What follows belongs to an exercise in optimizing a design on an open flow for small area, a short achievable clock period and few clock cycles per item; a production flow would make more cautious choices.
In this exercise RTL edits were held to simulation tests only and were not proved equivalent to the original.

## flow/design.v (module list and top-level ports; edited modules follow where they fit)
// module fullcon_seq_mac: 5801 lines
module fullcon_seq_mac #(
   parameter int DEPTH_IN     = 12,
   parameter int N_OUT        = 4,
   parameter int LANES        = 12,
   parameter int WIDTH_DATA   = 16,
   parameter int WIDTH_KERNEL = 8,
   parameter int RELU_EN      = 0
) (
   input  logic                                   clk,
   input  logic                                   rst,
   input  logic                                   in_valid,
   output logic                                   in_ready,
   input  logic [WIDTH_DATA*DEPTH_IN-1:0]         data_in,
   input  logic [WIDTH_KERNEL*DEPTH_IN*N_OUT-1:0] kernel_in,
   input  logic [(WIDTH_DATA+WIDTH_KERNEL+$clog2(DEPTH_IN)+1)*N_OUT-1:0] bias_in,
   output logic                                   out_valid,
   input  logic                                   out_ready,
   output logic [WIDTH_DATA+WIDTH_KERNEL+$clog2(DEPTH_IN):0] data_o,
   output logic [((N_OUT > 1) ? $clog2(N_OUT) : 1)-1:0] out_idx,
   output logic                                   out_last
);
  // ...
==> flow/flow/run.sh <==
#!/bin/bash
set -euo pipefail
export BUFFER_PORTS_ARGS="-buffer_cell sky130_fd_sc_hd__buf_1"
bash standard.sh finish > standard.log 2>&1
==> flow/standard.sh <==
#!/bin/bash
# synth_recipe.tcl (not shown) runs the flow's synth.tcl, then flattens the netlist and writes it again
# the make line also repeats each setting of config.mk as NAME=value (left out here)
make -C /OpenROAD-flow-scripts/flow DESIGN_CONFIG=/design/flow/config.mk WORK_HOME=/design/flow/orfs CLKGATE_MAP_FILE= SYNTH_SCRIPT=/design/flow/synth_recipe.tcl "${@:-finish}"
==> flow/config.mk <==
export PLATFORM = sky130hd
export DESIGN_NAME = fullcon_seq_mac
export DESIGN_NICKNAME = fullcon_seq_mac
export VERILOG_FILES = /design/flow/design.v
export SDC_FILE = /design/flow/constraint.sdc
export NUM_CORES = 4
export LEC_CHECK = 0
export CAP_MARGIN = 40
export CORE_MARGIN = 2
export CORE_UTILIZATION = 40
export SLEW_MARGIN = 65
==> flow/constraint.sdc <==
create_clock -name core_clock -period 12.0 [get_ports {clk}]
set_input_delay 2.4000 -clock core_clock [delete_from_list [all_inputs] [get_ports {clk}]]
set_output_delay 2.4000 -clock core_clock [all_outputs]
set_load 0.01 [all_outputs]
==> results by group, run 1 <==
Drt
  – Highest routed layer: met5
  – Detailed Route Iter0 Violations: 5,497
  – Via count: a little over 50,000

Clocking
  – H-tree depth: 4
  – Setup bufs post-CTS: 0
  – Sink Count: about 1,200
  – Root Driver: clkbuf_16

Yosys
  – Top cells by area, synth: edfxtp_1, fa_1, dfxtp_1, a22oi_1, xnor2_1
  – Ys async rst share: 0
  – Most frequent cell after synthesis: inv_1

Worst hold path
  – Min-delay src: bias_q[28]$_DFFE_PP_

Critical path
  – Crit path cell chain: ha_1, buf_1
  – Launch point of the worst path: oi_q[0]$_SDFFE_PP0P_
  – Reg2reg start: hd_two_q[2]$_DFFE_PP_
  – Worst R2R Setup Slack: a little over 8 ns
  – Critical path startpoint category: flop
  – Buf+Inv Stages, Crit Path: 1

Layout
  – Signal buf overhead: 0.06270
  – Clock buf/inv share: 0.05332
  – Final core occ: 0.4598

Floorplanning
  – Initial Util: 0.4011
  – Die area: 196,100 µm²

Global routing
  – Vias in the first global route: about 53,000
  – Total GRT Usage: 0.2590
  – Total gr overflow: 0
  – Initial antenna violation count: 27
  – First-pass GRT wire length: about 370,000 µm

Outcome
  – Status: finished clean

Placement
  – Place WS: ~7.7 ns

Timing
  – Count of final setup violators: 0
Testbench counts, summed over its fixed seeds: cycles 1,568, items 1,536.
==> inputs of run 2 (changes only) <==
--- a/flow/design.v
+++ b/flow/design.v
@@ -30,16 +30,17 @@
    logic                   vld_q;       
    logic [1:0]             n_q;         
    logic [S:0]             pv_q;        
    logic [QD-1:0][WA-1:0]  q_q;         
    logic [QD-1:0]          qt_q;        
    logic [QD-1:0]          ot_q;        
    logic                   ov_q;        
    logic [1:0]             oi_q;        
+   logic                   last_q;      
    logic issue, accept, last_n, pop, push;
    logic issue_q, in_ready_q;           
    logic ld_n_q;                        
    logic vld_nx, room_nopop, room_pop, room_d, last_nx;
    logic [QD-1:0] ot_nopop, ot_pop, qt_nopop, qt_pop;
    assign last_n   = (n_q == 2'd3);
    assign issue    = issue_q;
    assign in_ready = in_ready_q;
@@ -5783,19 +5784,23 @@
          end
       end
    end
    always_ff @(posedge clk) begin
       if (rst) begin
          qt_q <= '0;
          ov_q <= 1'b0;
          oi_q <= 2'd0;
+         last_q <= 1'b0;
       end else begin
          qt_q <= pop ? qt_pop : qt_nopop;
          ov_q <= pop ? qt_pop[0] : qt_nopop[0];
-         if (pop) oi_q <= oi_q + 2'd1;
+         if (pop) begin
+            oi_q   <= oi_q + 2'd1;
+            last_q <= (oi_q == 2'd2);
+         end
       end
    end
    assign out_valid = ov_q;
    assign data_o    = ((RELU_EN != 0) && q_q[0][WA-1]) ? '0 : q_q[0];
    assign out_idx   = oi_q;
-   assign out_last  = (oi_q == 2'd3);
+   assign out_last  = last_q;
 endmodule
==> flow/config.mk (replaced) <==
export PLATFORM = sky130hd
export DESIGN_NAME = fullcon_seq_mac
export DESIGN_NICKNAME = fullcon_seq_mac
export VERILOG_FILES = /design/flow/design.v
export SDC_FILE = /design/flow/constraint.sdc
export NUM_CORES = 4
export LEC_CHECK = 0
export CAP_MARGIN = 40
export CORE_MARGIN = 2
export CORE_UTILIZATION = 40
export CTS_BUF_LIST = sky130_fd_sc_hd__clkbuf_8
export SLEW_MARGIN = 65
==> run 2 against run 1 <==
Compared with the run above: cell area shrank 0.40%; still clean; die area down 0.19%; sequential share of layout area increased by 0.17 points; first-iteration DRC count decreased by 1.3%; synthesized area fell by 0.19%; non-clock buffer count grew 1; fmax fell by 3.1%; core utilization up 0.15 points.
==> results by group, run 2 <==
Global routing
  – Total gr overflow: 0 (unchanged)
  – Pin count of the biggest net entering global routing: 83 (was 106)
  – First-pass GRT wire length: 367,200 µm (was 367,500 µm)
  – Vias in the first global route: 53,295 (was 52,973)
  – Initial antenna violation count: 39 (was 27)
  – Total GRT Usage: 0.2587 (was 0.2590)

Yosys
  – Ys flop type: edfxtp_1 (unchanged)
  – Top cells by area, synth: edfxtp_1, fa_1, dfxtp_1, a22oi_1, xnor2_1 (unchanged)
  – Synthesized instance count: 6,331 (was 6,342)
  – Post-synth top area share: 0.3004 (was 0.2999)
  – EDFF count, synth: 769 (unchanged)
  – Most frequent cell after synthesis: inv_1 (unchanged)
  – Post-synth top area cell: edfxtp_1 (unchanged)
  – Ys async rst share: 0 (unchanged)
  – Synth cell types: 72 (was 73)
  – Top cells by count, synth: inv_1, fa_1, edfxtp_1 (unchanged)
  – YS warnings: 1 (unchanged)
  – Synthesized Nets: 7,896 (was 7,907)
  – Sequential share of the synthesized area: 0.4236 (was 0.4226)
  – Register bit total from synthesis: 1,242 (was 1,241)
  – Avg Cell Area, Syn: 12.14 µm² (about the same)
  – Synth Cell Area: 76,860 µm² (was 77,010 µm²)

Clocking
  – CTS buffer count: 215 (was 145)
  – Later-pin clock latency in the skew report: 1.01 ns (was 0.82 ns)
  – CTS tree: done (unchanged)
  – Clock transition at path regs: 0.06 ns (was 0.07 ns)
  – Setup bufs post-CTS: 0 (unchanged)
  – Root Driver: clkbuf_8 (was clkbuf_16)
  – PostCTS Resize Cnt: 0 (unchanged)
  – H-tree depth: 4 (unchanged)
  – Sink Count: 1,242 (was 1,241)
  – Hold buffers post-CTS: 0 (unchanged)
  – CTS Buffer Depth: 3 (unchanged)

Placement
  – Buffers on Ports: 729 (unchanged)
  – Detailed placement HPWL: 209,600 µm (was 208,900 µm)
  – GPL Wtd Cong: 0.9565 (was 0.9859)
  – Place WS: 7.560 ns (was 7.663 ns)

Critical path
  – Delay-heaviest family, CP: flip-flops (unchanged)
  – Crit path DAT: 1.63 ns (was 1.50 ns)
  – Setup CP Type: reg2out (unchanged)
  – Crit path cell chain: buf_1 (was ha_1, buf_1)
  – Max stage delay cell, worst path: dfxtp_1 (unchanged)
  – Max incr delay on CP: 0.47 ns (was 0.38 ns)
  – Buf+Inv Stages, Crit Path: 1 (unchanged)
  – Max FO, Critical Path: 7 (was 3)
  – Worst setup EP type: primary output (unchanged)
  – Critical path startpoint category: flop (unchanged)
  – Data required, critical path: 9.60 ns (about the same)

Drt
  – Routed wire length: 255,100 µm (was 255,600 µm)
  – Via density: 5.231 (was 5.316)
  – Post-route ant nets: 0 (unchanged)
  – Detailed Route Iter0 Violations: 5,426 (was 5,497)
  – Pre-antenna DRT Iters: 7 (was 9)
  – Drt wl/cell: 26.25 µm (was 26.60 µm)
  – # DRC: 0 (unchanged)
  – Via count: 50,838 (was 51,084)

Timing
  – Fin crit share: 0.3355 (was 0.3253)
  – Count of final setup violators: 0 (unchanged)
  – Pin slew with the least headroom to its limit: 0.5552 ns (was 0.6502 ns)
  – Relative slew margins: 0.6226 (was 0.5651)
  – Hold Vio Cnt, Final: 0 (unchanged)
  – Final Critical Period: 4.026 ns (was 3.904 ns)
  – Worst Setup Slack, final: 7.974 ns (was 8.096 ns)
  – RSZ-0062 raised after global routing: false (unchanged)
  – Max Freq: 248.4 MHz (was 256.2 MHz)
  – Setup TNS: 0 ns (unchanged)
  – Clk_skew: 0.09046 ns (was 0.03819 ns)
  – Max-slew violation count: 0 (unchanged)

Floorplanning
  – Die width: 442.4 µm (was 442.8 µm)
  – Core area: 190,600 µm² (was 192,000 µm²)
  – Initial Util: 0.4033 (was 0.4011)
  – Die area: 195,700 µm² (was 196,100 µm²)
  – # rows: 160 (was 161)
  – # IOs: 730 (unchanged)
  – Die Y: 442.4 µm (was 442.8 µm)

Layout
  – Total Nets Final: 8,584 (was 8,520)
  – Most common cell after layout, fill and taps aside: inv_1 (unchanged)
  – P&R area growth vs syn: 14.37% (was 14.61%)
  – Largest regs: cs1_q: 306 flops, kern_q: 288 flops, data_q: 192 flops (unchanged)
  – Top reg by flops: cs1_q (unchanged)
  – Final core occ: 0.4613 (was 0.4598)
  – Commonest cells after routing, fill and taps aside: inv_1, fa_1, edfxtp_1 (unchanged)
  – Max FFs per register: 306 (unchanged)
  – Layout cells sized above 1: 0.1396 (was 0.1333)

Worst hold path
  – HP Class: reg2reg (unchanged)

Run
  – Max Cap Viol: 0 (unchanged)

Outcome
  – Status: finished clean (unchanged)
-- run 2: cell types whose count changed in the layout (fill, tap and decap cells not counted), moves of 9 or more --
cell	before	now
clkbuf_8	13	236
mux2i_1	66	75
inv_1	831	906
o21ai_1	14	3
o211ai_1	19	9
clkinv_1	15	36
clkbuf_1	30	0
nand2_1	223	236
clkbuf_16	149	0
clkinvlp_4	11	2
a21oi_1	83	94
-- run 2: final timing paths --
kind                                            start            endpoint  slack, ns  cells after the start
worst min register to register   bias_q[22]$_DFFE_PP_  cs1_q[286]$_DFF_P_       0.35                      0
worst max-delay path                             flop           out_valid       7.97                      1
worst min-delay path             bias_q[22]$_DFFE_PP_  cs1_q[286]$_DFF_P_       0.35                      0
worst max register to register  hd_one_q[0]$_DFFE_PP_   cs1_q[80]$_DFF_P_       8.29                     10
-- run 2: cell families after synthesis --
family	Yosys count	synth area share
AOI/OAI and AO/OA	1079	0.09847
xor gates and xnor gates	882	0.1009
adders and majority gates	869	0.2206
buffers and inverters	1403	0.07309
DFF	1242	0.4236
muxes	412	0.05896
and+or+nand+nor	444	0.02435
-- run 2: final cells by class --
class,count,area (µm²)
timing repair buffer,1037,5530
sequential,1242,32570
fill,17469,102700
antenna,7,17.52
inverter,837,3161
clock inverter,164,1205
clock buffer,235,3234
multi-input combinational,3686,39050
tap,2511,3142
-- run 2: metrics by stage --
| step | cell area (µm²) | hold WS [ns] | cells |
|---|---|---|---|
| CTS | 87700 | 0.3452 | 9703 |
| finish | 87910 | 0.3453 | 9719 |
| global placement | 80570 | 0.3322 | 9039 |
| detailed placement | 83260 | 0.3338 | 9304 |
| floorplan | 76860 | 0.3233 | 6331 |
| global route | 87900 | 0.3534 | 9716 |
-- run 2: routing by layer --
layer,share of wire,track usage,routed length (µm)
met5,0.00092,0,235
met4,0.056,0.1274,14340
met3,0.079,0.05928,20190
met2,0.48,0.4324,123700
met1,0.38,0.3147,96610
Testbench counts of run 2, summed over its fixed seeds: cycles 1,568, items 1,536.
==> inputs of run 3 (changes only) <==
--- a/flow/config.mk
+++ b/flow/config.mk
@@ -8,5 +8,4 @@
 export CAP_MARGIN = 40
 export CORE_MARGIN = 2
 export CORE_UTILIZATION = 40
-export CTS_BUF_LIST = sky130_fd_sc_hd__clkbuf_8
 export SLEW_MARGIN = 65
==> run 3 against run 2 <==
Compared with the run above: register-to-register slack hardly changed; cell count fell by 1.4%; first-iteration DRC count down 7.2%; setup slack gained 0.15 ns; clock skew is 0.0059 ns higher; synthesized cell count unchanged; flip-flop and latch count unchanged; largest cell class unchanged.
==> results by group, run 3 <==
Clocking
  – Setup bufs post-CTS: 0 (unchanged)
  – Root Driver: clkbuf_16 (was clkbuf_8)
  – Clock transition at path regs: 0.06 ns (about the same)
  – CTS tree: done (unchanged)
  – Sink Count: 1,242 (unchanged)
  – CTS buffer count: 144 (was 215)
  – Hold buffers post-CTS: 0 (unchanged)
  – H-tree depth: 4 (unchanged)
  – PostCTS Resize Cnt: 0 (unchanged)
  – Later-pin clock latency in the skew report: 0.84 ns (was 1.01 ns)
  – CTS Buffer Depth: 3 (unchanged)

Drt
  – Detailed Route Iter0 Violations: 5,036 (was 5,426)
  – Via count: 50,466 (was 50,838)
  – Post-route ant nets: 0 (unchanged)
  – Routed wire length: 254,700 µm (was 255,100 µm)
  – WL met1: 96,250 µm (was 96,610 µm)
  – # DRC: 0 (unchanged)
  – Highest routed layer: met5 (unchanged)
  – Met2 wire length: 124,000 µm (was 123,700 µm)
  – Via density: 5.268 (was 5.231)
  – Drt wl/cell: 26.59 µm (was 26.25 µm)
  – Pre-antenna DRT Iters: 8 (was 7)
  – Met3 routed WL: 20,480 µm (was 20,190 µm)

Yosys
  – Post-synth top area share: 0.3004 (unchanged)
  – Top cells by area, synth: edfxtp_1, fa_1, dfxtp_1, a22oi_1, xnor2_1 (unchanged)
  – Synthesized instance count: 6,331 (unchanged)
  – EDFF count, synth: 769 (unchanged)
  – Synth cell types: 72 (unchanged)
  – Most frequent cell after synthesis: inv_1 (unchanged)
  – Synthesized Nets: 7,896 (unchanged)
  – Top cells by count, synth: inv_1, fa_1, edfxtp_1 (unchanged)
  – Post-synth top area cell: edfxtp_1 (unchanged)
  – Avg Cell Area, Syn: 12.14 µm² (unchanged)
  – Sequential share of the synthesized area: 0.4236 (unchanged)
  – Register bit total from synthesis: 1,242 (unchanged)
  – YS warnings: 1 (unchanged)
  – Ys flop type: edfxtp_1 (unchanged)
  – Synth Cell Area: 76,860 µm² (unchanged)
  – Ys async rst share: 0 (unchanged)

Layout
  – Total Nets Final: 8,513 (was 8,584)
  – P&R area growth vs syn: 15.02% (was 14.37%)
  – Layout cells sized above 1: 0.1330 (was 0.1396)
  – Max FFs per register: 306 (unchanged)
  – Final core occ: 0.4638 (was 0.4613)
  – Largest regs: cs1_q: 306 flops, kern_q: 288 flops, data_q: 192 flops (unchanged)
  – Most common cell after layout, fill and taps aside: inv_1 (unchanged)
  – Top reg by flops: cs1_q (unchanged)
  – Fin cells: 9,579 (was 9,719)
  – Commonest cells after routing, fill and taps aside: inv_1, fa_1, edfxtp_1 (unchanged)

Critical path
  – Crit path cell chain: buf_1 (unchanged)
  – R2R Path End: cs1_q[80]$_DFF_P_ (unchanged)
  – Reg2reg start: hd_one_q[0]$_DFFE_PP_ (unchanged)
  – Data required, critical path: 9.60 ns (about the same)
  – Worst R2R Setup Slack: 8.30 ns (was 8.29 ns)
  – Max FO, Critical Path: 7 (unchanged)
  – Max stage delay cell, worst path: dfxtp_1 (unchanged)
  – Critical path startpoint category: flop (unchanged)
  – Delay-heaviest family, CP: flip-flops (unchanged)
  – Worst setup EP type: primary output (unchanged)
  – Reg2reg path depth: 10 (unchanged)
  – Buf+Inv Stages, Crit Path: 1 (unchanged)
  – Setup CP Type: reg2out (unchanged)
  – Crit path DAT: 1.47 ns (was 1.63 ns)
  – Max incr delay on CP: 0.47 ns (about the same)

Global routing
  – Pin count of the biggest net entering global routing: 83 (unchanged)
  – Total gr overflow: 0 (unchanged)
  – First-pass GRT wire length: 366,300 µm (was 367,200 µm)
  – Total GRT Usage: 0.2587 (about the same)
  – Initial antenna violation count: 37 (was 39)
  – Vias in the first global route: 52,767 (was 53,295)

Timing
  – Clk_skew: 0.09633 ns (was 0.09046 ns)
  – Max-slew violation count: 0 (unchanged)
  – Count of final setup violators: 0 (unchanged)
  – Fin crit share: 0.3227 (was 0.3355)
  – Min Hold Slack: 0.3435 ns (was 0.3453 ns)
  – Max Freq: 258.2 MHz (was 248.4 MHz)
  – Setup TNS: 0 ns (unchanged)
  – Final Critical Period: 3.872 ns (was 4.026 ns)
  – Pin slew with the least headroom to its limit: 0.5536 ns (was 0.5552 ns)
  – Hold Vio Cnt, Final: 0 (unchanged)
  – Relative slew margins: 0.6304 (was 0.6226)
  – RSZ-0062 raised after global routing: false (unchanged)

Outcome
  – Status: finished clean (unchanged)

Floorplanning
  – Die width: 442.4 µm (unchanged)
  – Die area: 195,700 µm² (unchanged)
  – # rows: 160 (unchanged)
  – Die Y: 442.4 µm (unchanged)
  – # IOs: 730 (unchanged)
  – Core area: 190,600 µm² (unchanged)
  – Initial Util: 0.4033 (unchanged)

Placement
  – Buffers on Ports: 729 (unchanged)
  – Detailed placement HPWL: 209,600 µm (unchanged)
  – Placed Instances: 9,304 (unchanged)
  – GPL Wtd Cong: 0.9565 (unchanged)

Worst hold path
  – Worst hold stages: 0 (unchanged)
  – Min-delay src: bias_q[22]$_DFFE_PP_ (unchanged)
  – Hold path endpoint: cs1_q[286]$_DFF_P_ (unchanged)
  – HP Class: reg2reg (unchanged)

Run
  – Max Cap Viol: 0 (unchanged)
run 3: cell counts after synthesis:
Identical to the previous run, type by type.
run 3: logic make-up after synthesis:
kind of cell / synth area share
adders and majority gates: 0.2206
and+or+nand+nor: 0.02435
xor gates and xnor gates: 0.1009
AOI/OAI and AO/OA: 0.09847
muxes: 0.05896
DFF: 0.4236
buffers and inverters: 0.07309
run 3: layer usage:
layer	up-vias	global-route usage
met3	481	0.06007
met1	25335	0.3146
met2	2347	0.4337
met4	40	0.1232
met5	-	0
li1	22263	-
run 3: per-stage QoR:
| step | worst slack (ns) | instance area (µm²) |
|---|---|---|
| 3_5_place_dp | 7.560 | 83260 |
| 5_1_grt | 8.036 | 88390 |
| 6_report | 8.128 | 88400 |
| 2_1_floorplan | 0.4193 | 76860 |
| 3_3_place_gp | 7.208 | 80570 |
| 4_1_cts | 8.061 | 88190 |
run 3: worst max path at each step:
stage / from / cells after the start / to
after floorplan: ld_n_q$_SDFF_PP0_ / 5 / bias_q[0]$_DFFE_PP_
after global placement: out_ready / 7 / q_q[26]$_DFFE_PP_
after detailed placement: out_ready / 7 / q_q[26]$_DFFE_PP_
after CTS: flop / 1 / out_valid
after global routing: flop / 1 / out_valid
final: flop / 1 / out_valid
run 3: area by class of cell:
class,instances,area [µm²]
Antenna cell,7,17.52
Multi-Input combinational cell,3686,39060
Fill cell,17375,102200
Inverter,837,3161
Clock inverter,74,1020
Timing Repair Buffer,1037,5524
Sequential cell,1242,32570
Tap cell,2511,3142
Clock buffer,185,3910

[static timing again, ports no longer ideal]
Ports are ideal in the flow. The routed layouts listed here were re-timed in OpenROAD. Step 1: set_driving_cell puts a clkbuf_16 on clk and a buf_2 on each other input, an assumption about the parent block. Step 2 times the ports against the registers' clock, not the clock port: input delays grow and output delays shrink by t, the midpoint of the rising clock arrivals with the driver on. a / b / c = ideal / step 1 / step 2; a / b = the first two.
run	shift t [ns]	slack for setup (ns)	worst setup path after step 2	latest minus earliest clock arrival (ns)
run 1	0.883	8.096 / 8.016 / 7.635	input to register	0.043 / 0.043
run 2	1.057	7.974 / 7.880 / 7.559	input to register	0.097 / 0.096
run 3	0.893	8.128 / 8.031 / 7.572	input to register	0.096 / 0.097
After both steps setup and hold are still met in every run listed. The setup slack of run 3, which loses most, moves by -0.097 ns with the drivers and by -0.556 ns with both steps.
